This design comes from an exercise in tuning for small area, a short achievable clock period and few clock cycles on the open sky130 flow, not from production work.
The RTL was checked by simulation tests, not by an equivalence proof against the original design.

==> flow/design.v <==
`default_nettype none
package vrm_pkg;
    localparam int unsigned SEQ_W      = 64;
    localparam int unsigned TIME_W     = 64;
    localparam int unsigned HOST_W     = 63;
    localparam int unsigned ADV_W      = 31;
    localparam int unsigned RATE_W     = 32;
    localparam int unsigned VERDICT_W  = 3;
    localparam int unsigned PPM_W      = 20;
    localparam int unsigned WIN_W      = 40;
    localparam int unsigned SLEW_W     = 30;
    localparam int unsigned STREAK_W   = 8;
    localparam int unsigned MUL_W      = 32;
    localparam int unsigned CFG_IDX_W  = 3;
    localparam int unsigned CFG_DATA_W = 40;
    localparam logic REQ_SETUP  = 1'b0;
    localparam logic REQ_VBLANK = 1'b1;
    localparam logic [VERDICT_W-1:0] V_NONE      = 3'd0;
    localparam logic [VERDICT_W-1:0] V_IN_BAND   = 3'd1;
    localparam logic [VERDICT_W-1:0] V_CANDIDATE = 3'd2;
    localparam logic [VERDICT_W-1:0] V_CONFIRMED = 3'd3;
    localparam logic [VERDICT_W-1:0] V_DISCARDED = 3'd4;
    localparam logic [CFG_IDX_W-1:0] CFG_CLOCK_RATE   = 3'd0;
    localparam logic [CFG_IDX_W-1:0] CFG_WINDOW       = 3'd1;
    localparam logic [CFG_IDX_W-1:0] CFG_MISMATCH_MIN = 3'd2;
    localparam logic [CFG_IDX_W-1:0] CFG_MISMATCH_MAX = 3'd3;
    localparam logic [CFG_IDX_W-1:0] CFG_AGREE        = 3'd4;
    localparam logic [CFG_IDX_W-1:0] CFG_MAX_SLEW     = 3'd5;
    localparam logic [RATE_W-1:0] CLOCK_RATE_RST   = 32'd0;
    localparam logic [WIN_W-1:0]  WINDOW_RST       = 40'd5000000000;
    localparam logic [PPM_W-1:0]  MISMATCH_MIN_RST = 20'd300;
    localparam logic [PPM_W-1:0]  MISMATCH_MAX_RST = 20'd5000;
    localparam logic [PPM_W-1:0]  AGREE_RST        = 20'd100;
    localparam logic [SLEW_W-1:0] MAX_SLEW_RST     = 30'd1000000;
    localparam logic [MUL_W-1:0]    NS_PER_S    = 32'd1000000000;
    localparam logic [MUL_W-1:0]    PPM_SCALE   = 32'd1000000;
    localparam logic [ADV_W-1:0]    SEQ_ADV_MAX = 31'h7FFF_FFFF;
    localparam logic [RATE_W-1:0]   RATE_MAX    = 32'hFFFF_FFFF;
    localparam logic [STREAK_W-1:0] WARN_STREAK = 8'd3;
    localparam logic [STREAK_W-1:0] STREAK_MAX  = 8'hFF;
    typedef struct packed {
        logic              req_type;
        logic [SEQ_W-1:0]  vblank_seq;
        logic [TIME_W-1:0] vblank_time_ns;
        logic [HOST_W-1:0] host_time_ns;
    } vrm_req_t;
    typedef struct packed {
        logic [ADV_W-1:0]     seq_advance;
        logic [TIME_W-1:0]    corrected_time_ns;
        logic [VERDICT_W-1:0] verdict;
        logic [RATE_W-1:0]    measured_rate_q;
        logic                 streak_warning;
    } vrm_res_t;
    typedef struct packed {
        logic [RATE_W-1:0] clock_rate_q;
        logic [WIN_W-1:0]  window_ns;
        logic [PPM_W-1:0]  mismatch_min_ppm;
        logic [PPM_W-1:0]  mismatch_max_ppm;
        logic [PPM_W-1:0]  agree_ppm;
        logic [SLEW_W-1:0] max_slew_ns;
    } vrm_cfg_t;
endpackage
`default_nettype wire
`default_nettype none
module vrm_add #(parameter int W = 64)
(
    input  logic [W-1:0] a,
    input  logic [W-1:0] b,
    input  logic         ci,
    output logic [W-1:0] s,
    output logic         co
);
    localparam int L = $clog2(W);
    logic [W-1:0] g [0:2*L];
    logic [W-1:0] p [0:2*L];
    always_comb
    begin
        g[0] = a & b;
        p[0] = a ^ b;
        g[0][0] = (a[0] & b[0]) | (ci & (a[0] ^ b[0]));
        for (int l = 0; l < L; l++)
        begin
            g[l+1] = g[l];
            p[l+1] = p[l];
            for (int i = 0; i < W; i++)
                if (((i + 1) % (1 << (l + 1))) == 0)
                begin
                    g[l+1][i] = g[l][i] | (p[l][i] & g[l][i - (1 << l)]);
                    p[l+1][i] = p[l][i] & p[l][i - (1 << l)];
                end
        end
        for (int l = L - 1; l >= 1; l--)
        begin
            g[2*L-l] = g[2*L-l-1];
            p[2*L-l] = p[2*L-l-1];
            for (int i = 0; i < W; i++)
                if ((((i + 1) % (1 << l)) == (1 << (l - 1))) && (i >= (1 << l)))
                begin
                    g[2*L-l][i] = g[2*L-l-1][i] | (p[2*L-l-1][i] & g[2*L-l-1][i - (1 << (l - 1))]);
                    p[2*L-l][i] = p[2*L-l-1][i] & p[2*L-l-1][i - (1 << (l - 1))];
                end
        end
        s[0] = p[0][0] ^ ci;
        for (int i = 1; i < W; i++)
            s[i] = p[0][i] ^ g[2*L-1][i-1];
        co = g[2*L-1][W-1];
    end
endmodule
`default_nettype wire
`default_nettype none
module vblank_rate_monitor
(
    input  logic        clk,
    input  logic        rst_n,
    input  logic        in_valid,
    output logic        in_stall,
    input  logic        in_req_type,
    input  logic [63:0] in_vblank_seq,
    input  logic [63:0] in_vblank_time_ns,
    input  logic [62:0] in_host_time_ns,
    output logic        out_valid,
    input  logic        out_stall,
    output logic [30:0] out_seq_advance,
    output logic [63:0] out_corrected_time_ns,
    output logic [2:0]  out_verdict,
    output logic [31:0] out_measured_rate_q,
    output logic        out_streak_warning,
    input  logic        cfg_we,
    input  logic [2:0]  cfg_index,
    input  logic [39:0] cfg_data
);
    localparam logic [21:0] C_NS = 22'd3906250;    
    localparam logic [21:0] PPM1 = 22'd1000000;
    localparam logic [21:0] PPM2 = 22'd2000000;
    localparam logic [21:0] PPM3 = 22'd3000000;
    localparam logic [1:0] S_IDLE = 2'd0;
    localparam logic [1:0] S_MUL  = 2'd1;
    localparam logic [1:0] S_DIV  = 2'd2;
    localparam logic [1:0] S_FIN  = 2'd3;
    logic [31:0] clock_rate_q;
    logic [39:0] window_ns;
    logic [19:0] mismatch_min_ppm;
    logic [19:0] mismatch_max_ppm;
    logic [19:0] agree_ppm;
    logic [29:0] max_slew_ns;
    always_ff @(posedge clk or negedge rst_n)
    begin
        if (!rst_n)
        begin
            clock_rate_q     <= 32'd0;
            window_ns        <= 40'd5000000000;
            mismatch_min_ppm <= 20'd300;
            mismatch_max_ppm <= 20'd5000;
            agree_ppm        <= 20'd100;
            max_slew_ns      <= 30'd1000000;
        end
        else if (cfg_we)
        begin
            case (cfg_index)
                3'd0: clock_rate_q     <= cfg_data[31:0];
                3'd1: window_ns        <= cfg_data[39:0];
                3'd2: mismatch_min_ppm <= cfg_data[19:0];
                3'd3: mismatch_max_ppm <= cfg_data[19:0];
                3'd4: agree_ppm        <= cfg_data[19:0];
                3'd5: max_slew_ns      <= cfg_data[29:0];
                default:
                begin
                end
            endcase
        end
    end
    logic [1:0]  state;
    logic        running;
    logic [63:0] last_seq;
    logic [63:0] offset;
    logic [63:0] anchor_seq;
    logic [63:0] anchor_time;
    logic        anchor_valid;
    logic [31:0] pending;
    logic [7:0]  streak;
    logic        ir_v;
    logic        ir_type;
    logic [63:0] ir_seq;
    logic [63:0] ir_vt;
    logic [63:0] ir_hv;
    logic        out_valid_r;
    logic [30:0] adv_r;
    logic [63:0] cor_r;
    logic [2:0]  verdict_r;
    logic        warn_r;
    logic        rate_on;
    logic [63:0] dt_r;
    logic [47:0] n_r;
    logic [63:0] rem_r;
    logic [31:0] q_r;
    logic [3:0]  cnt_r;
    logic [2:0]  chunk_r;
    logic        ovf_r;
    logic        first_r;
    logic [1:0]  pj_job;       
    logic        pj_busy;
    logic        pj_cfg;
    logic [3:0]  pj_pos;
    logic [32:0] pj_q;
    logic [19:0] pj_r;
    logic [32:0] t_min;
    logic [32:0] t_max;
    logic        out_free;
    logic        consume;
    logic        accept;
    logic [63:0] hv_in;
    assign out_free = !out_valid_r || !out_stall;
    assign consume  = ir_v && (state == S_IDLE) && out_free && !pj_cfg;
    assign in_stall = ir_v && !consume;
    assign accept   = in_valid && !in_stall;
    vrm_add #(64) u_hv (.a({1'b0, in_host_time_ns}), .b(~in_vblank_time_ns), .ci(1'b1),
                        .s(hv_in), .co());
    always_ff @(posedge clk or negedge rst_n)
    begin
        if (!rst_n)
            ir_v <= 1'b0;
        else if (accept)
            ir_v <= 1'b1;
        else if (consume)
            ir_v <= 1'b0;
    end
    always_ff @(posedge clk)
    begin
        if (accept)
        begin
            ir_type <= in_req_type;
            ir_seq  <= in_vblank_seq;
            ir_vt   <= in_vblank_time_ns;
            ir_hv   <= hv_in;
        end
    end
    logic        is_setup;
    logic        same_seq;
    logic        take;
    logic [63:0] host;
    logic [63:0] d;
    logic        d_pos_big;
    logic        d_neg_big;
    logic        lo_gt;
    logic        lo_c;
    logic [63:0] u;
    logic [29:0] off_lp;
    logic        off_lpc;
    logic [29:0] off_lm;
    logic        off_lmc;
    logic [29:0] u_lp;
    logic        u_lpc;
    logic [29:0] u_lm;
    logic        u_lmc;
    logic [63:0] off_p;
    logic [63:0] off_m;
    logic [63:0] cor_p;
    logic [63:0] cor_m;
    logic [63:0] off_new;
    logic [63:0] cor_new;
    logic [63:0] adv_full;
    logic [63:0] dt;
    logic [63:0] n_full;
    logic [39:0] win;
    logic        dt_ge_win;
    logic        closes;
    logic        fast_n;
    logic [29:0] prod0;
    assign is_setup = (ir_type == 1'b0);
    assign same_seq = (ir_seq == last_seq);
    assign take     = consume && !is_setup && running && !same_seq;
    vrm_add #(64) u_host (.a(ir_vt), .b(ir_hv), .ci(1'b0), .s(host), .co());
    vrm_add #(64) u_d    (.a(ir_hv), .b(~offset), .ci(1'b1), .s(d), .co());
    vrm_add #(64) u_u    (.a(ir_vt), .b(offset), .ci(1'b0), .s(u), .co());
    assign lo_gt = (d[29:0] > max_slew_ns);
    vrm_add #(30) u_lo (.a(d[29:0]), .b(max_slew_ns), .ci(1'b0), .s(), .co(lo_c));
    assign d_pos_big = !d[63] && ((|d[62:30]) || lo_gt);
    assign d_neg_big = d[63] && !(lo_c && (&d[62:30]));
    vrm_add #(30) u_olp (.a(offset[29:0]), .b(max_slew_ns), .ci(1'b0), .s(off_lp), .co(off_lpc));
    vrm_add #(30) u_olm (.a(offset[29:0]), .b(~max_slew_ns), .ci(1'b1), .s(off_lm), .co(off_lmc));
    vrm_add #(30) u_ulp (.a(u[29:0]), .b(max_slew_ns), .ci(1'b0), .s(u_lp), .co(u_lpc));
    vrm_add #(30) u_ulm (.a(u[29:0]), .b(~max_slew_ns), .ci(1'b1), .s(u_lm), .co(u_lmc));
    assign off_p = {offset[63:30] + {33'b0, off_lpc}, off_lp};
    assign off_m = {offset[63:30] - {33'b0, !off_lmc}, off_lm};
    assign cor_p = {u[63:30] + {33'b0, u_lpc}, u_lp};
    assign cor_m = {u[63:30] - {33'b0, !u_lmc}, u_lm};
    always_comb
    begin
        if (d_pos_big)
        begin
            off_new = off_p;
            cor_new = cor_p;
        end
        else if (d_neg_big)
        begin
            off_new = off_m;
            cor_new = cor_m;
        end
        else
        begin
            off_new = ir_hv;
            cor_new = host;
        end
    end
    vrm_add #(64) u_adv (.a(ir_seq), .b(~last_seq), .ci(1'b1), .s(adv_full), .co());
    vrm_add #(64) u_dt  (.a(ir_vt), .b(~anchor_time), .ci(1'b1), .s(dt), .co());
    vrm_add #(64) u_n   (.a(ir_seq), .b(~anchor_seq), .ci(1'b1), .s(n_full), .co());
    assign win       = (window_ns == 40'd0) ? 40'd1 : window_ns;
    assign dt_ge_win = (|dt[63:40]) || (dt[39:0] >= win);
    assign closes    = anchor_valid && dt_ge_win;
    assign fast_n    = (n_full[63:8] == 56'd0);
    assign prod0     = n_full[7:0] * C_NS;
    logic [7:0]  chunk;
    logic [29:0] chunk_p;
    logic [21:0] acc_mid;
    logic        acc_c;
    logic [33:0] acc_hi;
    logic [63:0] acc_next;
    logic        ovf_next;
    always_comb
    begin
        case (chunk_r)
            3'd5:    chunk = n_r[47:40];
            3'd4:    chunk = n_r[39:32];
            3'd3:    chunk = n_r[31:24];
            3'd2:    chunk = n_r[23:16];
            3'd1:    chunk = n_r[15:8];
            default: chunk = n_r[7:0];
        endcase
    end
    assign chunk_p = chunk * C_NS;
    vrm_add #(22) u_acc (.a(rem_r[21:0]), .b(chunk_p[29:8]), .ci(1'b0), .s(acc_mid), .co(acc_c));
    assign acc_hi   = rem_r[55:22] + {33'b0, acc_c};
    assign acc_next = {acc_hi, acc_mid, chunk_p[7:0]};
    assign ovf_next = ovf_r || (|rem_r[63:56]) || (acc_c && (&rem_r[55:22]));
    logic [64:0] s1_t;
    logic        s1_c;
    logic        s1_ge;
    logic [63:0] s1_r;
    logic [64:0] s2_t;
    logic        s2_c;
    logic        s2_ge;
    logic [63:0] s2_r;
    logic        sat_now;
    vrm_add #(65) u_s1 (.a({rem_r, 1'b0}), .b(~{1'b0, dt_r}), .ci(1'b1), .s(s1_t), .co(s1_c));
    assign s1_ge = s1_c;
    assign s1_r  = s1_ge ? s1_t[63:0] : {rem_r[62:0], 1'b0};
    vrm_add #(65) u_s2 (.a({s1_r, 1'b0}), .b(~{1'b0, dt_r}), .ci(1'b1), .s(s2_t), .co(s2_c));
    assign s2_ge = s2_c;
    assign s2_r  = s2_ge ? s2_t[63:0] : {s1_r[62:0], 1'b0};
    assign sat_now = first_r && (ovf_r || (rem_r >= dt_r));
    logic [31:0] rate;
    logic [32:0] dc;
    logic [31:0] xc;
    logic [32:0] dp;
    logic [31:0] xp;
    logic        discard;
    logic        in_band;
    logic        agree;
    logic [7:0]  streak_inc;
    logic        fin_go;
    logic        fin_cmp;
    logic        fin_cand;
    assign rate = q_r;
    vrm_add #(33) u_dc (.a({1'b0, rate}), .b(~{1'b0, clock_rate_q}), .ci(1'b1), .s(dc), .co());
    vrm_add #(33) u_dp (.a({1'b0, rate}), .b(~{1'b0, pending}), .ci(1'b1), .s(dp), .co());
    assign xc = dc[32] ? (~dc[31:0] + 32'd1) : dc[31:0];
    assign xp = dp[32] ? (~dp[31:0] + 32'd1) : dp[31:0];
    assign discard = {1'b0, xc} > t_max;
    assign in_band = {1'b0, xc} <= t_min;
    assign agree   = ({1'b0, xp} < pj_q) || (({1'b0, xp} == pj_q) && (pj_r != 20'd0));
    assign streak_inc = (streak == 8'hFF) ? streak : streak + 8'd1;
    assign fin_go   = (state == S_FIN) && !pj_busy && out_free;
    assign fin_cmp  = fin_go && (clock_rate_q != 32'd0);
    assign fin_cand = fin_cmp && !discard && !in_band && ((pending == 32'd0) || !agree);
    always_ff @(posedge clk or negedge rst_n)
    begin
        if (!rst_n)
        begin
            state        <= S_IDLE;
            running      <= 1'b0;
            last_seq     <= 64'd0;
            offset       <= 64'd0;
            anchor_valid <= 1'b0;
            pending      <= 32'd0;
            streak       <= 8'd0;
            out_valid_r  <= 1'b0;
        end
        else
        begin
            if (!out_stall)
                out_valid_r <= 1'b0;
            case (state)
                S_IDLE:
                begin
                    if (consume && is_setup)
                    begin
                        running      <= 1'b1;
                        last_seq     <= ir_seq;
                        offset       <= ir_hv;
                        anchor_valid <= 1'b0;
                        pending      <= 32'd0;
                    end
                    else if (take)
                    begin
                        offset       <= off_new;
                        last_seq     <= ir_seq;
                        anchor_valid <= 1'b1;
                        if (closes)
                            state <= fast_n ? S_DIV : S_MUL;
                        else
                            out_valid_r <= 1'b1;
                    end
                end
                S_MUL:
                begin
                    if (chunk_r == 3'd0)
                        state <= S_DIV;
                end
                S_DIV:
                begin
                    if (sat_now || cnt_r == 4'd15)
                        state <= S_FIN;
                end
                default:
                begin
                    if (fin_go)
                    begin
                        state       <= S_IDLE;
                        out_valid_r <= 1'b1;
                        if (fin_cmp)
                        begin
                            if (discard)
                            begin
                                streak  <= streak_inc;
                                pending <= 32'd0;
                            end
                            else if (in_band)
                            begin
                                pending <= 32'd0;
                                streak  <= 8'd0;
                            end
                            else if (pending == 32'd0 || !agree)
                            begin
                                pending <= rate;
                            end
                            else
                            begin
                                streak  <= 8'd0;
                                running <= 1'b0;
                            end
                        end
                    end
                end
            endcase
        end
    end
    always_ff @(posedge clk)
    begin
        case (state)
            S_IDLE:
            begin
                if (take)
                begin
                    adv_r     <= (|adv_full[63:31]) ? 31'h7FFF_FFFF : adv_full[30:0];
                    cor_r     <= cor_new;
                    verdict_r <= 3'd0;
                    warn_r    <= 1'b0;
                    rate_on   <= 1'b0;
                    if (!anchor_valid || closes)
                    begin
                        anchor_seq  <= ir_seq;
                        anchor_time <= ir_vt;
                    end
                    dt_r    <= dt;
                    n_r     <= n_full[47:0];
                    ovf_r   <= |n_full[63:48];
                    rem_r   <= fast_n ? {34'b0, prod0} : 64'd0;
                    chunk_r <= 3'd5;
                    cnt_r   <= 4'd0;
                    first_r <= 1'b1;
                end
            end
            S_MUL:
            begin
                chunk_r <= chunk_r - 3'd1;
                rem_r   <= acc_next;
                ovf_r   <= ovf_next;
            end
            S_DIV:
            begin
                first_r <= 1'b0;
                rem_r   <= s2_r;
                cnt_r   <= cnt_r + 4'd1;
                if (sat_now)
                begin
                    q_r     <= 32'hFFFF_FFFF;
                    rate_on <= 1'b1;
                end
                else
                begin
                    q_r <= {q_r[29:0], s1_ge, s2_ge};
                    if (cnt_r == 4'd15)
                        rate_on <= 1'b1;
                end
            end
            default:
            begin
                if (fin_cmp)
                begin
                    if (discard)
                    begin
                        verdict_r <= 3'd4;
                        warn_r    <= (streak_inc == 8'd3);
                    end
                    else if (in_band)
                        verdict_r <= 3'd1;
                    else if (pending == 32'd0 || !agree)
                        verdict_r <= 3'd2;
                    else
                        verdict_r <= 3'd3;
                end
            end
        endcase
    end
    logic [31:0] pj_op;
    logic [19:0] pj_m;
    logic        pj_b1;
    logic        pj_b0;
    logic [21:0] pj_t1;
    logic [1:0]  pj_k1;
    logic [19:0] pj_r1;
    logic [21:0] pj_t2;
    logic [1:0]  pj_k2;
    logic [19:0] pj_r2;
    logic [32:0] pj_qn;
    assign pj_op = (pj_job == 2'd2) ? pending : clock_rate_q;
    always_comb
    begin
        case (pj_job)
            2'd0:    pj_m = mismatch_min_ppm;
            2'd1:    pj_m = mismatch_max_ppm;
            default: pj_m = agree_ppm;
        endcase
        pj_b1 = pj_op[{pj_pos, 1'b1}];
        pj_b0 = pj_op[{pj_pos, 1'b0}];
        pj_t1 = {1'b0, pj_r, 1'b0} + (pj_b1 ? {2'b0, pj_m} : 22'd0);
        if (pj_t1 >= PPM3)
        begin
            pj_k1 = 2'd3;
            pj_r1 = 20'(pj_t1 - PPM3);
        end
        else if (pj_t1 >= PPM2)
        begin
            pj_k1 = 2'd2;
            pj_r1 = 20'(pj_t1 - PPM2);
        end
        else if (pj_t1 >= PPM1)
        begin
            pj_k1 = 2'd1;
            pj_r1 = 20'(pj_t1 - PPM1);
        end
        else
        begin
            pj_k1 = 2'd0;
            pj_r1 = pj_t1[19:0];
        end
        pj_t2 = {1'b0, pj_r1, 1'b0} + (pj_b0 ? {2'b0, pj_m} : 22'd0);
        if (pj_t2 >= PPM3)
        begin
            pj_k2 = 2'd3;
            pj_r2 = 20'(pj_t2 - PPM3);
        end
        else if (pj_t2 >= PPM2)
        begin
            pj_k2 = 2'd2;
            pj_r2 = 20'(pj_t2 - PPM2);
        end
        else if (pj_t2 >= PPM1)
        begin
            pj_k2 = 2'd1;
            pj_r2 = 20'(pj_t2 - PPM1);
        end
        else
        begin
            pj_k2 = 2'd0;
            pj_r2 = pj_t2[19:0];
        end
        pj_qn = {pj_q[30:0], 2'b0} + {29'b0, pj_k1, 1'b0} + {31'b0, pj_k2};
    end
    always_ff @(posedge clk or negedge rst_n)
    begin
        if (!rst_n)
        begin
            pj_busy <= 1'b0;
            pj_cfg  <= 1'b0;
            pj_job  <= 2'd0;
            pj_pos  <= 4'd15;
        end
        else if (cfg_we)
        begin
            pj_busy <= 1'b1;
            pj_cfg  <= 1'b1;
            pj_job  <= 2'd0;
            pj_pos  <= 4'd15;
        end
        else if (fin_cand)
        begin
            pj_busy <= 1'b1;
            pj_job  <= 2'd2;
            pj_pos  <= 4'd15;
        end
        else if (pj_busy)
        begin
            pj_pos <= pj_pos - 4'd1;
            if (pj_pos == 4'd0)
            begin
                if (pj_job == 2'd2)
                begin
                    pj_busy <= 1'b0;
                    pj_cfg  <= 1'b0;
                end
                else
                    pj_job <= pj_job + 2'd1;
            end
        end
    end
    always_ff @(posedge clk)
    begin
        if (cfg_we || fin_cand)
        begin
            pj_q <= 33'd0;
            pj_r <= 20'd0;
        end
        else if (pj_busy)
        begin
            if (pj_pos == 4'd0 && pj_job == 2'd0)
                t_min <= pj_qn;
            if (pj_pos == 4'd0 && pj_job == 2'd1)
                t_max <= pj_qn;
            if (pj_pos == 4'd0 && pj_job != 2'd2)
            begin
                pj_q <= 33'd0;
                pj_r <= 20'd0;
            end
            else
            begin
                pj_q <= pj_qn;
                pj_r <= pj_r2;
            end
        end
    end
    assign out_valid             = out_valid_r;
    assign out_seq_advance       = adv_r;
    assign out_corrected_time_ns = cor_r;
    assign out_verdict           = verdict_r;
    assign out_measured_rate_q   = rate_on ? q_r : 32'd0;
    assign out_streak_warning    = warn_r;
endmodule
`default_nettype wire
==> flow/run.sh <==
#!/bin/bash
# synth_recipe.tcl (not shown) runs the flow's synth.tcl, then flattens the netlist and writes it again
# the make line also repeats each setting of config.mk as NAME=value (left out here)
make -C /OpenROAD-flow-scripts/flow DESIGN_CONFIG=/design/flow/config.mk WORK_HOME=/design/flow/orfs CLKGATE_MAP_FILE= SYNTH_SCRIPT=/design/flow/synth_recipe.tcl finish
==> flow/config.mk <==
export PLATFORM = sky130hd
export DESIGN_NAME = vblank_rate_monitor
export DESIGN_NICKNAME = vblank_rate_monitor
export VERILOG_FILES = /design/flow/design.v
export SDC_FILE = /design/flow/constraint.sdc
export NUM_CORES = 4
export LEC_CHECK = 0
export CAP_MARGIN = 20
export CORE_MARGIN = 2
export CORE_UTILIZATION = 40
export SETUP_SLACK_MARGIN = 2.5
export SLEW_MARGIN = 20
==> flow/constraint.sdc <==
create_clock -name core_clock -period 12.0 [get_ports {clk}]
set_input_delay 2.4000 -clock core_clock [delete_from_list [all_inputs] [get_ports {clk}]]
set_output_delay 2.4000 -clock core_clock [all_outputs]
set_load 0.01 [all_outputs]
==> results of run 1 <==
==> final cells by class <==
| cell class | count | area, um^2 |
|---|---|---|
| Antenna cell | 15 | 37.5 |
| Clock buffer | 166 | 3610 |
| Clock inverter | 83 | 1020 |
| Fill cell | 21941 | 126000 |
| Inverter | 1226 | 4630 |
| Multi-Input combinational cell | 7181 | 61600 |
| Sequential cell | 1101 | 30900 |
| Tap cell | 3167 | 3960 |
| Timing Repair Buffer | 642 | 6060 |
| Timing Repair inverter | 1 | 7.51 |
==> stage by stage <==
stage	instance area (um^2)	worst slack, ns	util (%)	hold WS (ns)
6_report	112000	2.34	47.0	0.491
2_1_floorplan	96000	1.62	-	0.426
4_1_cts	110000	2.30	46.1	0.485
5_1_grt	112000	1.85	46.9	0.509
3_3_place_gp	104000	0.812	43.6	0.457
3_5_place_dp	104000	0.719	43.6	0.463
==> critical path, delay by kind of cell (launching register included) <==
family	cells	cell delay (ns)
AOI/OAI and AO/OA	13	2.91
and+or+nand+nor	16	2.39
adders and majority gates	6	1.62
muxes	4	1.12
buffers and inverters	7	0.71
DFF	1	0.39
xor gates and xnor gates	2	0.36
==> registers in the layout (all words and copies together), names as in the netlist, 30 cells and up <==
register and flops:
dt_r 64, clock_rate_q 32, max_slew_ns 30, cor_r 64
n_r 48, last_seq 64, anchor_time 64, pending 32
anchor_seq 64, rem_r 64, window_ns 40, ir_vt 64
ir_seq 64, pj_q 33, q_r 32, t_max 33
offset 64, ir_hv 64, adv_r 31, t_min 33
==> Yosys cell counts, drive strengths merged, types with 27 or more instances <==
library cell,count
a21o,323
nand2,608
dfstp,34
o21ai,564
or3,62
and2,69
ha,1232
o21bai,87
nor2,593
nor3,148
mux2,101
xnor2,388
clkbuf,215
or2,27
nand3,169
dfrtp,310
a21oi,577
a22oi,122
o221ai,29
a211oi,60
a221oi,27
edfxtp,704
a221o,65
xor2,239
o21a,92
nor2b,99
o22ai,51
nor4,91
nand4,143
and3,72
dfxtp,53
fa,489
inv,1225
nand2b,137
buf,33
a22o,45
o31ai,39
a31oi,42
o211ai,41
==> layout by cell type (no fill, tap or decap), types with 50 or more instances in the layout <==
cell,netlist,layout
nand4_1,143,143
nor4_1,91,82
fa_1,489,482
xnor2_1,388,349
mux2_2,101,100
nor2b_1,99,98
o21a_1,92,89
buf_4,3,233
or3_1,61,53
inv_1,1223,1210
dfxtp_1,53,53
nor3_1,145,129
nand2b_1,137,136
a21oi_1,577,546
a221o_1,65,60
o22ai_1,51,50
a21o_1,323,321
edfxtp_1,704,704
nand3_1,169,159
a22oi_1,122,118
xor2_1,239,231
ha_1,1232,1201
and3_1,72,69
a211oi_1,58,51
dfrtp_1,310,310
nand2_1,608,589
o21ai_0,552,533
and2_1,68,65
clkdlybuf4s50_1,0,371
nor2_1,592,570
o21bai_1,87,84
clkbuf_16,0,137
==> metal layers <==
| layer | routed length (um) | vias to the layer above |
|---|---|---|
| met5 | 46 | - |
| met4 | 14600 | 6 |
| met3 | 18200 | 496 |
| met2 | 149000 | 2498 |
| met1 | 136000 | 38397 |
| li1 | - | 35780 |
==> cell families (layout without fill, tap and decap cells) <==
| family | after synthesis | count (layout) |
|---|---|---|
| other | 0 | 15 |
| DFF | 1101 | 1101 |
| and+or+nand+nor | 2321 | 2321 |
| buffers and inverters | 1474 | 2118 |
| AOI/OAI and AO/OA | 2369 | 2369 |
| xor gates and xnor gates | 627 | 627 |
| adders and majority gates | 1721 | 1721 |
| muxes | 143 | 143 |
==> how the worst max path moves through the flow <==
| stage | startpoint | end | cells past startpoint |
|---|---|---|---|
| 2_1_floorplan | q_r[0]$_SDFFCE_PP1P_ | t_max[0]$_DFFE_PP_ | 37 |
| 3_3_place_gp | pj_job[0]$_DFFE_PN0P_ | pj_q[31]$_SDFFE_PP0P_ | 44 |
| 3_5_place_dp | pj_job[0]$_DFFE_PN0P_ | pj_q[31]$_SDFFE_PP0P_ | 45 |
| 4_1_cts | pj_job[0]$_DFFE_PN0P_ | pj_q[31]$_SDFFE_PP0P_ | 48 |
| 5_1_grt | pj_job[0]$_DFFE_PN0P_ | pj_q[31]$_SDFFE_PP0P_ | 48 |
| 6_report | pj_job[0]$_DFFE_PN0P_ | pj_q[31]$_SDFFE_PP0P_ | 48 |
==> timing repair <==
item                                   CTS  global route
pin swaps                               69           150
endpoints found under the hold margin    0             0
gates resized for setup                176           229
setup endpoints to repair              316           485
cloned                                   2             1
setup buffers                           79            87
==> impl_metrics.ini, run 1 <==
[run_status]
outcome = complete, no violations

[global_routing]
busiest_layer = met2
met3_usage_pct = 3.55
grtUsageTotal_pct = 25.5
grt_max_degree = 129
gr-usage-met1_pct = 33.8
antenna_found_initial = 21
grt_pass1_wl_mm = 475
use_met2_pct = 41.6
grt_pass1_vias = 76737
grt_overflow = 0

[timing]
rsz0062_at_grt = true
tns_ns = 0
max_freq_ghz = 0.103
maxSlewViolCount = 0
worstMarginPinSlew_ns = 1.15
fin_crit_sh_pct = 80.5
setup_viol = 0
hold_violations = 0
clock_skew_ns = 0.0369
finalCriticalPeriod_ns = 9.66
slew_headroom_pct = 22.6

[clock_network]
cts.sinks = 1101
clkTransAtPathRegs_ns = 0.06
clock_latency_ns = 0.85
cts_hold_buf = 0
cts_tree = yes
cts_buffer_depth = 3
cts_root_buffer = clkbuf_16
h-tree-depth = 4
cts_made_buffers = 136

[critical_path]
crit_required_ns = 12.71
crit_fanout = 6
r2r_cells = 48
r2r_setup_slack_ns = 2.34
cp_slowest_cell = mux4_2
cp_slowest_stage_delay_ns = 0.51
rr_startpoint = pj_job[0]$_DFFE_PN0P_
cpMostUsedCell = inv_2
worstPathArrival_ns = 10.38
r2r_end = pj_q[31]$_SDFFE_PP0P_
critPathKind = register to register
cp-start-kind = register
endpoint_kind = register

[logic_synthesis]
synth_top_cell_by_area = edfxtp_1
yosysSeqAreaShare_pct = 32.2
synth-compound-area-share_pct = 16.2
muxShareOfSynthArea_pct = 1.84
synth.top_cell.area_share_pct = 22.1
synth_top_family_by_area = adder cells
synth_cell_type_count = 102
synth_seq_cells = 1101
synthAdderAreaFrac_pct = 26.3
ys.flop_type = edfxtp_1
synth_area_leaders = edfxtp_1 (22%), ha_1 (16%), fa_1 (10%)
syn_inst = 9756
synthSimpleGateAreaFrac_pct = 11.9
synthArstFlopShare_pct = 31.2
syn_avg_cell_area_um2 = 9.82
synth_edf_count = 704
yosysWarningCount = 16
synth_xor_area_share_pct = 5.73
syn_area_um2 = 95800
syn-num-nets = 11717

[drt]
avgViaCountPerCell = 5.68
final_antenna_net_count = 0
drc = 0
drtPass1Iterations = 8
post_drt_wl_per_cell_um = 23.4
wl_mm = 318
drtIter0Drc = 6340
routed-via-count = 77177

[floorplan]
die_area_um2 = 243000
ios = 373
start_util_pct = 40.2
die_w_um = 493
coreArea_um2 = 238000
rows = 179
fp.dieH_um = 493

[min_path]
hold_end = last_seq[63]$_DFFE_PN0P_
hold_class = register to register
hold_depth = 2
min_from = last_seq[63]$_DFFE_PN0P_

[finish]
finalNonFillerCells = 13582
nets = 12250
drive_gt1_share_pct = 9.80
syn2layout_area_growth_pct = 16.7

[placed_design]
dp_hpwl_mm = 250
port_buffers = 372
placed_cells = 13149
gp_congestion = 0.948

[run]
maxCapViolCount = 0
Testbench counts, summed over its fixed seeds: cycles 18,424.
==> run 2: changes to the inputs <==
--- a/flow/design.v
+++ b/flow/design.v
@@ -180,3 +180,2 @@
     logic [7:0]  streak;
-    logic        ir_v;
     logic        ir_type;
@@ -191,4 +190,2 @@
     logic        rate_on;
-    logic [63:0] dt_r;
-    logic [47:0] n_r;
     logic [63:0] rem_r;
@@ -199,3 +196,3 @@
     logic        first_r;
-    logic [1:0]  pj_job;       
+    logic [1:0]  pj_job;
     logic        pj_busy;
@@ -209,29 +206,12 @@
     logic        consume;
-    logic        accept;
     logic [63:0] hv_in;
     assign out_free = !out_valid_r || !out_stall;
-    assign consume  = ir_v && (state == S_IDLE) && out_free && !pj_cfg;
-    assign in_stall = ir_v && !consume;
-    assign accept   = in_valid && !in_stall;
+    assign in_stall = (state != S_IDLE) || !out_free || pj_cfg;
+    assign consume  = in_valid && !in_stall;
+    assign ir_type = in_req_type;
+    assign ir_seq  = in_vblank_seq;
+    assign ir_vt   = in_vblank_time_ns;
+    assign ir_hv   = hv_in;
     vrm_add #(64) u_hv (.a({1'b0, in_host_time_ns}), .b(~in_vblank_time_ns), .ci(1'b1),
                         .s(hv_in), .co());
-    always_ff @(posedge clk or negedge rst_n)
-    begin
-        if (!rst_n)
-            ir_v <= 1'b0;
-        else if (accept)
-            ir_v <= 1'b1;
-        else if (consume)
-            ir_v <= 1'b0;
-    end
-    always_ff @(posedge clk)
-    begin
-        if (accept)
-        begin
-            ir_type <= in_req_type;
-            ir_seq  <= in_vblank_seq;
-            ir_vt   <= in_vblank_time_ns;
-            ir_hv   <= hv_in;
-        end
-    end
     logic        is_setup;
@@ -239,3 +219,2 @@
     logic        take;
-    logic [63:0] host;
     logic [63:0] d;
@@ -245,3 +224,2 @@
     logic        lo_c;
-    logic [63:0] u;
     logic [29:0] off_lp;
@@ -250,12 +228,5 @@
     logic        off_lmc;
-    logic [29:0] u_lp;
-    logic        u_lpc;
-    logic [29:0] u_lm;
-    logic        u_lmc;
     logic [63:0] off_p;
     logic [63:0] off_m;
-    logic [63:0] cor_p;
-    logic [63:0] cor_m;
     logic [63:0] off_new;
-    logic [63:0] cor_new;
     logic [63:0] adv_full;
@@ -271,5 +242,9 @@
     assign take     = consume && !is_setup && running && !same_seq;
-    vrm_add #(64) u_host (.a(ir_vt), .b(ir_hv), .ci(1'b0), .s(host), .co());
-    vrm_add #(64) u_d    (.a(ir_hv), .b(~offset), .ci(1'b1), .s(d), .co());
-    vrm_add #(64) u_u    (.a(ir_vt), .b(offset), .ci(1'b0), .s(u), .co());
+    logic [63:0] d_s;
+    logic [63:0] d_c;
+    assign d_s = {1'b0, in_host_time_ns} ^ ~in_vblank_time_ns ^ ~offset;
+    assign d_c = ({1'b0, in_host_time_ns} & ~in_vblank_time_ns)
+               | ({1'b0, in_host_time_ns} & ~offset)
+               | (~in_vblank_time_ns & ~offset);
+    vrm_add #(64) u_d    (.a(d_s), .b({d_c[62:0], 1'b1}), .ci(1'b1), .s(d), .co());
     assign lo_gt = (d[29:0] > max_slew_ns);
@@ -280,8 +255,4 @@
     vrm_add #(30) u_olm (.a(offset[29:0]), .b(~max_slew_ns), .ci(1'b1), .s(off_lm), .co(off_lmc));
-    vrm_add #(30) u_ulp (.a(u[29:0]), .b(max_slew_ns), .ci(1'b0), .s(u_lp), .co(u_lpc));
-    vrm_add #(30) u_ulm (.a(u[29:0]), .b(~max_slew_ns), .ci(1'b1), .s(u_lm), .co(u_lmc));
     assign off_p = {offset[63:30] + {33'b0, off_lpc}, off_lp};
     assign off_m = {offset[63:30] - {33'b0, !off_lmc}, off_lm};
-    assign cor_p = {u[63:30] + {33'b0, u_lpc}, u_lp};
-    assign cor_m = {u[63:30] - {33'b0, !u_lmc}, u_lm};
     always_comb
@@ -289,25 +260,29 @@
         if (d_pos_big)
-        begin
             off_new = off_p;
-            cor_new = cor_p;
-        end
         else if (d_neg_big)
-        begin
             off_new = off_m;
-            cor_new = cor_m;
-        end
         else
-        begin
             off_new = ir_hv;
-            cor_new = host;
-        end
     end
     vrm_add #(64) u_adv (.a(ir_seq), .b(~last_seq), .ci(1'b1), .s(adv_full), .co());
-    vrm_add #(64) u_dt  (.a(ir_vt), .b(~anchor_time), .ci(1'b1), .s(dt), .co());
+    logic        vt_ge_at;
+    vrm_add #(64) u_dt  (.a(ir_vt), .b(~anchor_time), .ci(1'b1), .s(dt), .co(vt_ge_at));
     vrm_add #(64) u_n   (.a(ir_seq), .b(~anchor_seq), .ci(1'b1), .s(n_full), .co());
     assign win       = (window_ns == 40'd0) ? 40'd1 : window_ns;
-    assign dt_ge_win = (|dt[63:40]) || (dt[39:0] >= win);
+    logic [65:0] e_a;
+    logic [65:0] e_b;
+    logic [65:0] e_c;
+    logic [65:0] e_s;
+    logic [65:0] e_cy;
+    logic [65:0] e;
+    assign e_a  = {2'b0, ir_vt};
+    assign e_b  = ~{2'b0, anchor_time};
+    assign e_c  = ~{26'b0, win};
+    assign e_s  = e_a ^ e_b ^ e_c;
+    assign e_cy = (e_a & e_b) | (e_a & e_c) | (e_b & e_c);
+    vrm_add #(66) u_e (.a(e_s), .b({e_cy[64:0], 1'b1}), .ci(1'b1), .s(e), .co());
+    assign dt_ge_win = vt_ge_at ? !e[65] : !(e[65] && !e[64]);
     assign closes    = anchor_valid && dt_ge_win;
     assign fast_n    = (n_full[63:8] == 56'd0);
-    assign prod0     = n_full[7:0] * C_NS;
+    assign prod0     = chunk_p;
     logic [7:0]  chunk;
@@ -321,9 +296,10 @@
     begin
-        case (chunk_r)
-            3'd5:    chunk = n_r[47:40];
-            3'd4:    chunk = n_r[39:32];
-            3'd3:    chunk = n_r[31:24];
-            3'd2:    chunk = n_r[23:16];
-            3'd1:    chunk = n_r[15:8];
-            default: chunk = n_r[7:0];
+        case ((state == S_MUL) ? chunk_r : 3'd6)
+            3'd6:    chunk = n_full[7:0];
+            3'd5:    chunk = anchor_seq[47:40];
+            3'd4:    chunk = anchor_seq[39:32];
+            3'd3:    chunk = anchor_seq[31:24];
+            3'd2:    chunk = anchor_seq[23:16];
+            3'd1:    chunk = anchor_seq[15:8];
+            default: chunk = anchor_seq[7:0];
         endcase
@@ -344,9 +320,9 @@
     logic        sat_now;
-    vrm_add #(65) u_s1 (.a({rem_r, 1'b0}), .b(~{1'b0, dt_r}), .ci(1'b1), .s(s1_t), .co(s1_c));
+    vrm_add #(65) u_s1 (.a({rem_r, 1'b0}), .b(~{1'b0, anchor_time}), .ci(1'b1), .s(s1_t), .co(s1_c));
     assign s1_ge = s1_c;
     assign s1_r  = s1_ge ? s1_t[63:0] : {rem_r[62:0], 1'b0};
-    vrm_add #(65) u_s2 (.a({s1_r, 1'b0}), .b(~{1'b0, dt_r}), .ci(1'b1), .s(s2_t), .co(s2_c));
+    vrm_add #(65) u_s2 (.a({s1_r, 1'b0}), .b(~{1'b0, anchor_time}), .ci(1'b1), .s(s2_t), .co(s2_c));
     assign s2_ge = s2_c;
     assign s2_r  = s2_ge ? s2_t[63:0] : {s1_r[62:0], 1'b0};
-    assign sat_now = first_r && (ovf_r || (rem_r >= dt_r));
+    assign sat_now = first_r && (ovf_r || (rem_r >= anchor_time));
     logic [31:0] rate;
@@ -465,3 +441,3 @@
                     adv_r     <= (|adv_full[63:31]) ? 31'h7FFF_FFFF : adv_full[30:0];
-                    cor_r     <= cor_new;
+                    cor_r     <= ir_vt;
                     verdict_r <= 3'd0;
@@ -469,3 +445,3 @@
                     rate_on   <= 1'b0;
-                    if (!anchor_valid || closes)
+                    if (!anchor_valid)
                     begin
@@ -474,4 +450,7 @@
                     end
-                    dt_r    <= dt;
-                    n_r     <= n_full[47:0];
+                    else if (closes)
+                    begin
+                        anchor_seq  <= n_full;
+                        anchor_time <= dt;
+                    end
                     ovf_r   <= |n_full[63:48];
@@ -508,2 +487,7 @@
             begin
+                if (fin_go)
+                begin
+                    anchor_seq  <= last_seq;
+                    anchor_time <= cor_r;
+                end
                 if (fin_cmp)
@@ -525,6 +509,7 @@
     end
-    logic [31:0] pj_op;
+    logic        pj_ld;        
+    logic        pj_fold;      
+    logic [31:0] pj_opr;
+    logic [3:0]  pj_v;
     logic [19:0] pj_m;
-    logic        pj_b1;
-    logic        pj_b0;
     logic [21:0] pj_t1;
@@ -535,4 +520,3 @@
     logic [19:0] pj_r2;
-    logic [32:0] pj_qn;
-    assign pj_op = (pj_job == 2'd2) ? pending : clock_rate_q;
+    logic [32:0] pj_qf;
     always_comb
@@ -544,5 +528,3 @@
         endcase
-        pj_b1 = pj_op[{pj_pos, 1'b1}];
-        pj_b0 = pj_op[{pj_pos, 1'b0}];
-        pj_t1 = {1'b0, pj_r, 1'b0} + (pj_b1 ? {2'b0, pj_m} : 22'd0);
+        pj_t1 = {1'b0, pj_r, 1'b0} + (pj_opr[31] ? {2'b0, pj_m} : 22'd0);
         if (pj_t1 >= PPM3)
@@ -567,3 +549,3 @@
         end
-        pj_t2 = {1'b0, pj_r1, 1'b0} + (pj_b0 ? {2'b0, pj_m} : 22'd0);
+        pj_t2 = {1'b0, pj_r1, 1'b0} + (pj_opr[30] ? {2'b0, pj_m} : 22'd0);
         if (pj_t2 >= PPM3)
@@ -588,4 +570,6 @@
         end
-        pj_qn = {pj_q[30:0], 2'b0} + {29'b0, pj_k1, 1'b0} + {31'b0, pj_k2};
+        pj_qf = {pj_q[30:0], 2'b0} + {29'b0, pj_v};
     end
+    logic pj_step;
+    assign pj_step = pj_busy && !pj_ld && !pj_fold;
     always_ff @(posedge clk or negedge rst_n)
@@ -596,2 +580,4 @@
             pj_cfg  <= 1'b0;
+            pj_ld   <= 1'b0;
+            pj_fold <= 1'b0;
             pj_job  <= 2'd0;
@@ -603,4 +589,5 @@
             pj_cfg  <= 1'b1;
+            pj_ld   <= 1'b1;
+            pj_fold <= 1'b0;
             pj_job  <= 2'd0;
-            pj_pos  <= 4'd15;
         end
@@ -609,2 +596,4 @@
             pj_busy <= 1'b1;
+            pj_ld   <= 1'b0;
+            pj_fold <= 1'b0;
             pj_job  <= 2'd2;
@@ -612,2 +601,21 @@
         end
+        else if (pj_ld)
+        begin
+            pj_ld  <= 1'b0;
+            pj_pos <= 4'd15;
+        end
+        else if (pj_fold)
+        begin
+            pj_fold <= 1'b0;
+            if (pj_job == 2'd2)
+            begin
+                pj_busy <= 1'b0;
+                pj_cfg  <= 1'b0;
+            end
+            else
+            begin
+                pj_job <= pj_job + 2'd1;
+                pj_ld  <= 1'b1;
+            end
+        end
         else if (pj_busy)
@@ -616,11 +624,3 @@
             if (pj_pos == 4'd0)
-            begin
-                if (pj_job == 2'd2)
-                begin
-                    pj_busy <= 1'b0;
-                    pj_cfg  <= 1'b0;
-                end
-                else
-                    pj_job <= pj_job + 2'd1;
-            end
+                pj_fold <= 1'b1;
         end
@@ -629,23 +629,24 @@
     begin
-        if (cfg_we || fin_cand)
-        begin
-            pj_q <= 33'd0;
-            pj_r <= 20'd0;
-        end
-        else if (pj_busy)
+        if (fin_cand || pj_ld)
         begin
-            if (pj_pos == 4'd0 && pj_job == 2'd0)
-                t_min <= pj_qn;
-            if (pj_pos == 4'd0 && pj_job == 2'd1)
-                t_max <= pj_qn;
-            if (pj_pos == 4'd0 && pj_job != 2'd2)
-            begin
-                pj_q <= 33'd0;
-                pj_r <= 20'd0;
-            end
-            else
-            begin
-                pj_q <= pj_qn;
-                pj_r <= pj_r2;
-            end
+            pj_q   <= 33'd0;
+            pj_r   <= 20'd0;
+            pj_v   <= 4'd0;
+            pj_opr <= fin_cand ? rate : ((pj_job == 2'd2) ? pending : clock_rate_q);
+        end
+        else if (pj_fold)
+        begin
+            pj_q <= pj_qf;
+            pj_v <= 4'd0;
+            if (pj_job == 2'd0)
+                t_min <= pj_qf;
+            if (pj_job == 2'd1)
+                t_max <= pj_qf;
+        end
+        else if (pj_step)
+        begin
+            pj_q   <= pj_qf;
+            pj_v   <= {1'b0, pj_k1, 1'b0} + {2'b0, pj_k2};
+            pj_r   <= pj_r2;
+            pj_opr <= {pj_opr[29:0], 2'b0};
         end
@@ -654,3 +655,3 @@
     assign out_seq_advance       = adv_r;
-    assign out_corrected_time_ns = cor_r;
+    vrm_add #(64) u_cor (.a(cor_r), .b(offset), .ci(1'b0), .s(out_corrected_time_ns), .co());
     assign out_verdict           = verdict_r;
--- a/flow/config.mk
+++ b/flow/config.mk
@@ -10,3 +10,3 @@
 export CORE_UTILIZATION = 40
-export SETUP_SLACK_MARGIN = 2.5
+export SETUP_SLACK_MARGIN = 3
 export SLEW_MARGIN = 20
==> impl_metrics.ini, run 2 <==
[drt]
drc = 0
avgViaCountPerCell = 5.77
final_antenna_net_count = 0
post_drt_wl_per_cell_um = 23.9
drtPass1Iterations = 6
drtIter0Drc = 5823
wl_mm = 299
routed-via-count = 72369

[critical_path]
cp_slowest_cell = fa_1
setup.worst_path.end = rem_r[62]$_DFFE_PP_
r2r_setup_slack_ns = 2.56
cp-start-kind = input port
r2r_end = rem_r[62]$_DFFE_PP_
critPathLaunch = in_vblank_seq[0]
endpoint_kind = register
cp_slowest_stage_delay_ns = 0.51
crit_fanout = 3
crit_required_ns = 12.52
worstPathArrival_ns = 11.28
critPathKind = input port to register
rr_startpoint = state[1]$_DFFE_PN0P_
r2r_cells = 36

[global_routing]
grt_max_degree = 163
grtUsageTotal_pct = 27.1
grt_pass1_wl_mm = 448
antenna_found_initial = 18
grt_pass1_vias = 72019
grt_overflow = 0

[logic_synthesis]
syn_inst = 9114
yosys-top-cells-count = ha_1 (1087), inv_1 (1022), nand2_1 (669)
synth.top_cell.area_share_pct = 16.1
synthArstFlopShare_pct = 41.4
yosysSeqAreaShare_pct = 27.0
synth_cell_type_count = 102
syn-num-nets = 10919
yosysMostFrequentCell = ha_1
synth_area_leaders = ha_1 (16%), edfxtp_1 (15%), fa_1 (11%)
synth_seq_cells = 833
synth_top_cell_by_area = ha_1
syn_area_um2 = 84200
syn_avg_cell_area_um2 = 9.24
synth_edf_count = 431
yosysWarningCount = 19
ys.flop_type = edfxtp_1

[floorplan]
rows = 168
coreArea_um2 = 209000
ios = 373
die_w_um = 463
start_util_pct = 40.2
fp.dieH_um = 463
die_area_um2 = 214000

[clock_network]
cts_hold_buf = 0
cts_tree = yes
cts.sinks = 833
h-tree-depth = 3
cts_root_buffer = clkbuf_16
cts_made_buffers = 104
clkTransAtPathRegs_ns = 0.06
clock_latency_ns = 0.81
cts_buffer_depth = 3

[timing]
slew_headroom_pct = 30.6
worstMarginPinSlew_ns = 1.03
max_freq_ghz = 0.0929
rsz0062_at_grt = true
maxSlewViolCount = 0
hold_ws_ns = 0.480
setup_viol = 0
finalCriticalPeriod_ns = 10.76
fin_crit_sh_pct = 89.7
clock_skew_ns = 0.104
hold_violations = 0

[placed_design]
placed_cell_area_um2 = 92400
dp_hpwl_mm = 235
gp_congestion = 0.956
placed_cells = 12203
port_buffers = 372

[run_status]
outcome = complete, no violations

[finish]
fill_cells = 19943
finalNonFillerCells = 12550
final_common_cell = ha_1
drive_gt1_share_pct = 11.4
syn2layout_area_growth_pct = 17.6
nets = 11455
final_util_pct = 47.3
final_cell_area_um2 = 99100
mostFrequentLayoutCells = ha_1 (1054), inv_1 (993), nand2_1 (663)

[run]
maxCapViolCount = 0

[min_path]
hold_class = register to register
==> run 2: cells by family (layout without fill, tap and decap cells) <==
kind of cell,Yosys count,after routing,share of synthesized area [%]
AO/OA/AOI/OAI,2378,2380,18.0
XOR/XNOR,508,508,5.30
adder cells (fa/ha/maj),1565,1565,27.5
buffers and inverters,1317,1942,5.92
flip-flops,833,833,27.0
multiplexers,277,277,3.53
other,0,3,0
AND/OR/NAND/NOR,2236,2237,12.8
==> run 2: timing repair <==
action	in CTS	in global routing
endpoints found under the setup margin	396	397
setup buffers	47	89
gates cloned	4	6
resized for setup	172	312
pin swaps	71	155
==> run 2: worst min path at each step <==
stage,start,to,slack [ns],cells after the start
global route,last_seq[8]$_DFFE_PN0P_,last_seq[8]$_DFFE_PN0P_,0.50,2
CTS,last_seq[8]$_DFFE_PN0P_,last_seq[8]$_DFFE_PN0P_,0.48,2
detailed placement,last_seq[8]$_DFFE_PN0P_,last_seq[8]$_DFFE_PN0P_,0.47,2
global placement,last_seq[8]$_DFFE_PN0P_,last_seq[8]$_DFFE_PN0P_,0.47,2
finish,last_seq[8]$_DFFE_PN0P_,last_seq[8]$_DFFE_PN0P_,0.48,2
floorplan,pj_v[1]$_SDFFE_PP0P_,t_max[1]$_DFFE_PP_,0.45,0
==> run 2: layout make-up <==
type	instances	area (um^2)	area share [%]
Tap cell	2805	3510	3.54
Multi-Input combinational cell	6967	58500	59.0
Clock inverter	57	716	0.723
Sequential cell	833	22800	23.0
Clock buffer	141	2870	2.90
Inverter	1029	3940	3.98
Timing Repair Buffer	715	6780	6.84
Antenna cell	3	7.51	0.00758
==> run 2: critical path: cells and delay by family <==
| family | cells | cell delay [ns] |
|---|---|---|
| fa+ha+maj | 11 | 3.39 |
| buf+inv | 7 | 0.54 |
| simple gates | 8 | 0.90 |
| compound gates | 19 | 3.59 |
| xor+xnor | 3 | 0.45 |
==> run 2: through the flow <==
step / setup slack (ns) / setup TNS, ns
after floorplan: 1.01 / 0
after global placement: -0.00572 / -0.00572
after detailed placement: -0.0909 / -0.353
after CTS: 1.27 / 0
after global routing: 0.839 / 0
final: 1.24 / 0
==> run 2: metal layers <==
metal	part of all wire (%)	global-route usage, %	up-vias
li1	-	-	33452
met1	41	34.6	35549
met2	47	44.8	2680
met3	7.1	4.43	678
met4	5.3	12.6	10
met5	0.021	0	-
Testbench counts of run 2, summed over its fixed seeds: cycles 18,040.
==> run 3: changes to the inputs <==
--- a/flow/design.v
+++ b/flow/design.v
@@ -132,5 +132,5 @@
     localparam logic [21:0] C_NS = 22'd3906250;    
-    localparam logic [21:0] PPM1 = 22'd1000000;
-    localparam logic [21:0] PPM2 = 22'd2000000;
-    localparam logic [21:0] PPM3 = 22'd3000000;
+    localparam logic [15:0] K1 = 16'd15625;       
+    localparam logic [15:0] K2 = 16'd31250;
+    localparam logic [15:0] K3 = 16'd46875;
     localparam logic [1:0] S_IDLE = 2'd0;
@@ -208,3 +208,3 @@
     assign out_free = !out_valid_r || !out_stall;
-    assign in_stall = (state != S_IDLE) || !out_free || pj_cfg;
+    assign in_stall = (state != S_IDLE) || adj_r || !out_free || pj_cfg;
     assign consume  = in_valid && !in_stall;
@@ -224,9 +224,5 @@
     logic        lo_c;
-    logic [29:0] off_lp;
-    logic        off_lpc;
-    logic [29:0] off_lm;
-    logic        off_lmc;
-    logic [63:0] off_p;
-    logic [63:0] off_m;
-    logic [63:0] off_new;
+    logic        adj_r;
+    logic        adj_neg;
+    logic [63:0] cor_sum;
     logic [63:0] adv_full;
@@ -253,15 +249,2 @@
     assign d_neg_big = d[63] && !(lo_c && (&d[62:30]));
-    vrm_add #(30) u_olp (.a(offset[29:0]), .b(max_slew_ns), .ci(1'b0), .s(off_lp), .co(off_lpc));
-    vrm_add #(30) u_olm (.a(offset[29:0]), .b(~max_slew_ns), .ci(1'b1), .s(off_lm), .co(off_lmc));
-    assign off_p = {offset[63:30] + {33'b0, off_lpc}, off_lp};
-    assign off_m = {offset[63:30] - {33'b0, !off_lmc}, off_lm};
-    always_comb
-    begin
-        if (d_pos_big)
-            off_new = off_p;
-        else if (d_neg_big)
-            off_new = off_m;
-        else
-            off_new = ir_hv;
-    end
     vrm_add #(64) u_adv (.a(ir_seq), .b(~last_seq), .ci(1'b1), .s(adv_full), .co());
@@ -359,2 +342,3 @@
             offset       <= 64'd0;
+            adj_r        <= 1'b0;
             anchor_valid <= 1'b0;
@@ -368,2 +352,9 @@
                 out_valid_r <= 1'b0;
+            if (adj_r)
+            begin
+                adj_r  <= 1'b0;
+                offset <= cor_sum;
+                if (state == S_IDLE)
+                    out_valid_r <= 1'b1;
+            end
             case (state)
@@ -381,3 +372,5 @@
                     begin
-                        offset       <= off_new;
+                        if (!d_pos_big && !d_neg_big)
+                            offset <= ir_hv;
+                        adj_r        <= d_pos_big || d_neg_big;
                         last_seq     <= ir_seq;
@@ -386,3 +379,3 @@
                             state <= fast_n ? S_DIV : S_MUL;
-                        else
+                        else if (!d_pos_big && !d_neg_big)
                             out_valid_r <= 1'b1;
@@ -442,2 +435,3 @@
                     cor_r     <= ir_vt;
+                    adj_neg   <= d_neg_big;
                     verdict_r <= 3'd0;
@@ -514,7 +508,11 @@
     logic [19:0] pj_m;
-    logic [21:0] pj_t1;
+    logic [7:0]  pj_s1;
+    logic [15:0] pj_t1;
     logic [1:0]  pj_k1;
+    logic [13:0] pj_h1;
     logic [19:0] pj_r1;
-    logic [21:0] pj_t2;
+    logic [7:0]  pj_s2;
+    logic [15:0] pj_t2;
     logic [1:0]  pj_k2;
+    logic [13:0] pj_h2;
     logic [19:0] pj_r2;
@@ -528,17 +526,19 @@
         endcase
-        pj_t1 = {1'b0, pj_r, 1'b0} + (pj_opr[31] ? {2'b0, pj_m} : 22'd0);
-        if (pj_t1 >= PPM3)
+        pj_s1  = {1'b0, pj_r[5:0], 1'b0} + (pj_opr[31] ? {2'b0, pj_m[5:0]} : 8'd0);
+        pj_t1  = {1'b0, pj_r[19:6], 1'b0} + (pj_opr[31] ? {2'b0, pj_m[19:6]} : 16'd0)
+               + {14'b0, pj_s1[7:6]};
+        if (pj_t1 >= K3)
         begin
             pj_k1 = 2'd3;
-            pj_r1 = 20'(pj_t1 - PPM3);
+            pj_h1 = 14'(pj_t1 - K3);
         end
-        else if (pj_t1 >= PPM2)
+        else if (pj_t1 >= K2)
         begin
             pj_k1 = 2'd2;
-            pj_r1 = 20'(pj_t1 - PPM2);
+            pj_h1 = 14'(pj_t1 - K2);
         end
-        else if (pj_t1 >= PPM1)
+        else if (pj_t1 >= K1)
         begin
             pj_k1 = 2'd1;
-            pj_r1 = 20'(pj_t1 - PPM1);
+            pj_h1 = 14'(pj_t1 - K1);
         end
@@ -547,19 +547,22 @@
             pj_k1 = 2'd0;
-            pj_r1 = pj_t1[19:0];
+            pj_h1 = pj_t1[13:0];
         end
-        pj_t2 = {1'b0, pj_r1, 1'b0} + (pj_opr[30] ? {2'b0, pj_m} : 22'd0);
-        if (pj_t2 >= PPM3)
+        pj_r1 = {pj_h1, pj_s1[5:0]};
+        pj_s2  = {1'b0, pj_r1[5:0], 1'b0} + (pj_opr[30] ? {2'b0, pj_m[5:0]} : 8'd0);
+        pj_t2  = {1'b0, pj_r1[19:6], 1'b0} + (pj_opr[30] ? {2'b0, pj_m[19:6]} : 16'd0)
+               + {14'b0, pj_s2[7:6]};
+        if (pj_t2 >= K3)
         begin
             pj_k2 = 2'd3;
-            pj_r2 = 20'(pj_t2 - PPM3);
+            pj_h2 = 14'(pj_t2 - K3);
         end
-        else if (pj_t2 >= PPM2)
+        else if (pj_t2 >= K2)
         begin
             pj_k2 = 2'd2;
-            pj_r2 = 20'(pj_t2 - PPM2);
+            pj_h2 = 14'(pj_t2 - K2);
         end
-        else if (pj_t2 >= PPM1)
+        else if (pj_t2 >= K1)
         begin
             pj_k2 = 2'd1;
-            pj_r2 = 20'(pj_t2 - PPM1);
+            pj_h2 = 14'(pj_t2 - K1);
         end
@@ -568,4 +571,5 @@
             pj_k2 = 2'd0;
-            pj_r2 = pj_t2[19:0];
+            pj_h2 = pj_t2[13:0];
         end
+        pj_r2 = {pj_h2, pj_s2[5:0]};
         pj_qf = {pj_q[30:0], 2'b0} + {29'b0, pj_v};
@@ -655,3 +659,5 @@
     assign out_seq_advance       = adv_r;
-    vrm_add #(64) u_cor (.a(cor_r), .b(offset), .ci(1'b0), .s(out_corrected_time_ns), .co());
+    vrm_add #(64) u_cor (.a(adj_r ? (adj_neg ? ~{34'b0, max_slew_ns} : {34'b0, max_slew_ns}) : cor_r),
+                         .b(offset), .ci(adj_r && adj_neg), .s(cor_sum), .co());
+    assign out_corrected_time_ns = cor_sum;
     assign out_verdict           = verdict_r;
==> impl_metrics.ini, run 3 <==
[finish]
final_common_cell = inv_1
mostFrequentLayoutCells = inv_1 (1047), ha_1 (1014), nand2_1 (583)
syn2layout_area_growth_pct = 17.6
nets = 10895
drive_gt1_share_pct = 11.3

[timing]
setup_viol = 0
tns_ns = 0
slew_headroom_pct = 20.0
clock_skew_ns = 0.0613
finalCriticalPeriod_ns = 10.37
rsz0062_at_grt = true
maxSlewViolCount = 0
fin_ws_ns = 1.63
fin_crit_sh_pct = 86.4
hold_violations = 0
max_freq_ghz = 0.0964
worstMarginPinSlew_ns = 1.19
hold_ws_ns = 0.481

[critical_path]
rr_startpoint = pj_job[1]$_DFFE_PN0P_
cp_slowest_cell = fa_1
critPathLaunch = in_vblank_seq[0]
crit_fanout = 5
crit_required_ns = 12.46
path_delay_family = adder cells
cp_num_buf_inv = 8
cp-start-kind = input port
cp_slowest_stage_delay_ns = 0.57
path_depth = 47
critPathKind = input port to register
cpMostUsedCell = ha_4
r2r_cells = 48
endpoint_kind = register
worstPathArrival_ns = 10.82

[global_routing]
grt_pass1_wl_mm = 421
grt_pass1_vias = 67837
grt_overflow = 0
antenna_found_initial = 32
grt_max_degree = 132
grtUsageTotal_pct = 26.3

[floorplan]
rows = 165
die_area_um2 = 208000
fp.dieH_um = 456
start_util_pct = 40.4
coreArea_um2 = 203000
die_w_um = 456
ios = 373

[placed_design]
dp_hpwl_mm = 218
gp_congestion = 0.972
dp_slack_ns = -0.0260
port_buffers = 372

[drt]
drc = 0
wl_mm = 279
routed-via-count = 67248
drtPass1Iterations = 5
post_drt_wl_per_cell_um = 23.4
final_antenna_net_count = 0
drtIter0Drc = 4739
avgViaCountPerCell = 5.63

[logic_synthesis]
synth_top_cell_by_area = ha_1
synthArstFlopShare_pct = 41.4
yosysSeqAreaShare_pct = 27.9
synth.top_cell.area_share_pct = 16.1
syn-num-nets = 10409
syn_inst = 8664
yosys-top-cells-count = inv_1 (1072), ha_1 (1052), nand2_1 (593)
yosysMostFrequentCell = inv_1
synth_cell_type_count = 102
syn_area_um2 = 81700
synth_area_leaders = ha_1 (16%), edfxtp_1 (16%), fa_1 (11%)
synth_seq_cells = 835
ys.flop_type = edfxtp_1
synth_edf_count = 432
yosysWarningCount = 19
syn_avg_cell_area_um2 = 9.43

[clock_network]
clock_latency_ns = 0.78
cts_made_buffers = 106
cts_tree = yes
clkTransAtPathRegs_ns = 0.06
cts_buffer_depth = 3
h-tree-depth = 3
cts.sinks = 835
cts_root_buffer = clkbuf_16

[run]
maxCapViolCount = 0

[min_path]
min_from = pj_pos[3]$_DFFE_PN1P_
hold_class = register to register
hold_depth = 2

[run_status]
outcome = complete, no violations
-- run 3: changes by cell type after synthesis, sizes merged, moves of 39 or more --
cell    delta
xnor2     +55
clkbuf    -56
o22ai     -39
o211ai    +42
mux2i    +138
o21ai    -108
nand3     -44
xor2      -43
nand2     -76
a21oi     -48
inv       +48
-- run 3: cell families (layout without fill, tap and decap cells) --
| kind of cell | count (synthesis) | after routing | synth area share, % |
|---|---|---|---|
| xor+xnor | 520 | 520 | 5.59 |
| other cells | 0 | 19 | 0 |
| simple gates | 1999 | 2004 | 11.7 |
| flops | 835 | 835 | 27.9 |
| buf+inv | 1326 | 1901 | 6.19 |
| fa+ha+maj | 1505 | 1505 | 27.2 |
| mux | 438 | 438 | 5.62 |
| compound gates | 2041 | 2041 | 15.8 |
-- run 3: path summary, 6_finish.rpt --
| check | to | slack, ns |
|---|---|---|
| setup / recovery | rem_r[54]$_DFFE_PP_ | 1.63 |
| hold / removal | pj_pos[3]$_DFFE_PN1P_ | 0.48 |
| setup reg to reg | pj_r[13]$_SDFFE_PN0P_ | 2.30 |
| hold reg to reg | pj_pos[3]$_DFFE_PN1P_ | 0.48 |
| max in group asynchronous | pj_ld$_DFF_PN0_ | 8.24 |
| min in group asynchronous | last_seq[29]$_DFFE_PN0P_ | 1.60 |
-- run 3: through the flow --
step	std cells	util [%]	cell area [um^2]
finish	11935	47.5	96100
global placement	11541	44.1	89300
floorplan	8664	-	82400
global route	11931	47.4	96100
CTS	11869	46.9	95000
detailed placement	11541	44.1	89300
-- run 3: routing by layer --
| metal | share of wire (%) | track usage [%] |
|---|---|---|
| met1 | 41 | 32.4 |
| met2 | 49 | 45.2 |
| met3 | 5.0 | 3.26 |
| met4 | 5.7 | 12.9 |
| met5 | 0.0079 | 0 |
-- run 3: timing repair --
| action | 4_1_cts | 5_1_grt |
|---|---|---|
| hold buffers | 0 | 0 |
| setup buffers | 122 | 44 |
| gates resized for setup | 259 | 194 |
| cloned | 4 | 2 |
| pin swaps | 131 | 119 |
| setup endpoints to repair | 388 | 307 |
-- run 3: tightest hold or removal path: stages (launching register included) --
cell     delay, ns
dfstp_2       0.38
o31ai_1       0.06
nand2_1       0.05
-- run 3: layout make-up --
| class | count | area, um^2 |
|---|---|---|
| clock inverter | 46 | 512 |
| antenna | 19 | 47.5 |
| clock buffer | 156 | 3210 |
| inverter | 1075 | 4070 |
| timing repair buffer | 624 | 5950 |
| fill | 18931 | 106000 |
| tap | 2672 | 3340 |
| multi-input combinational | 6508 | 56200 |
| sequential | 835 | 22800 |
Testbench counts of run 3, summed over its fixed seeds: cycles 18,116.

==> afterwards: timing with drivers on the ports <==
The results above use ideal ports. As a check the final layouts listed here were re-extracted and re-timed, cells and wires unchanged. Step 1 assumes that a clkbuf_16 drives the clock port and a buf_2 every other input. Step 2 adds t to the input delays and takes it off the output delays; t is the mean of the earliest and latest rising clock arrival at the registers after step 1. Input paths then give back, and output paths get back, about the clock's delay inside the block. Three values: no drivers, after step 1, after step 2; two values: the first two.
run | t (ns) | slack for setup (ns) | hold slack, ns | slew at the worst register clock pin (ns)
run 1 | 0.915 | 2.337 / 2.337 / 2.337 | 0.491 / 0.491 / 0.491 | 0.07 / 0.07
run 2 | 0.847 | 1.241 / 1.293 / 0.446 | 0.480 / 0.480 / 0.480 | 0.07 / 0.07
run 3 | 0.834 | 1.631 / 1.633 / 0.799 | 0.481 / 0.481 / 0.481 | 0.07 / 0.07
After both steps setup and hold are still met in every run listed. For run 3, which loses most, drivers alone change the setup slack by +0.002 ns; drivers and shift together by -0.832 ns.
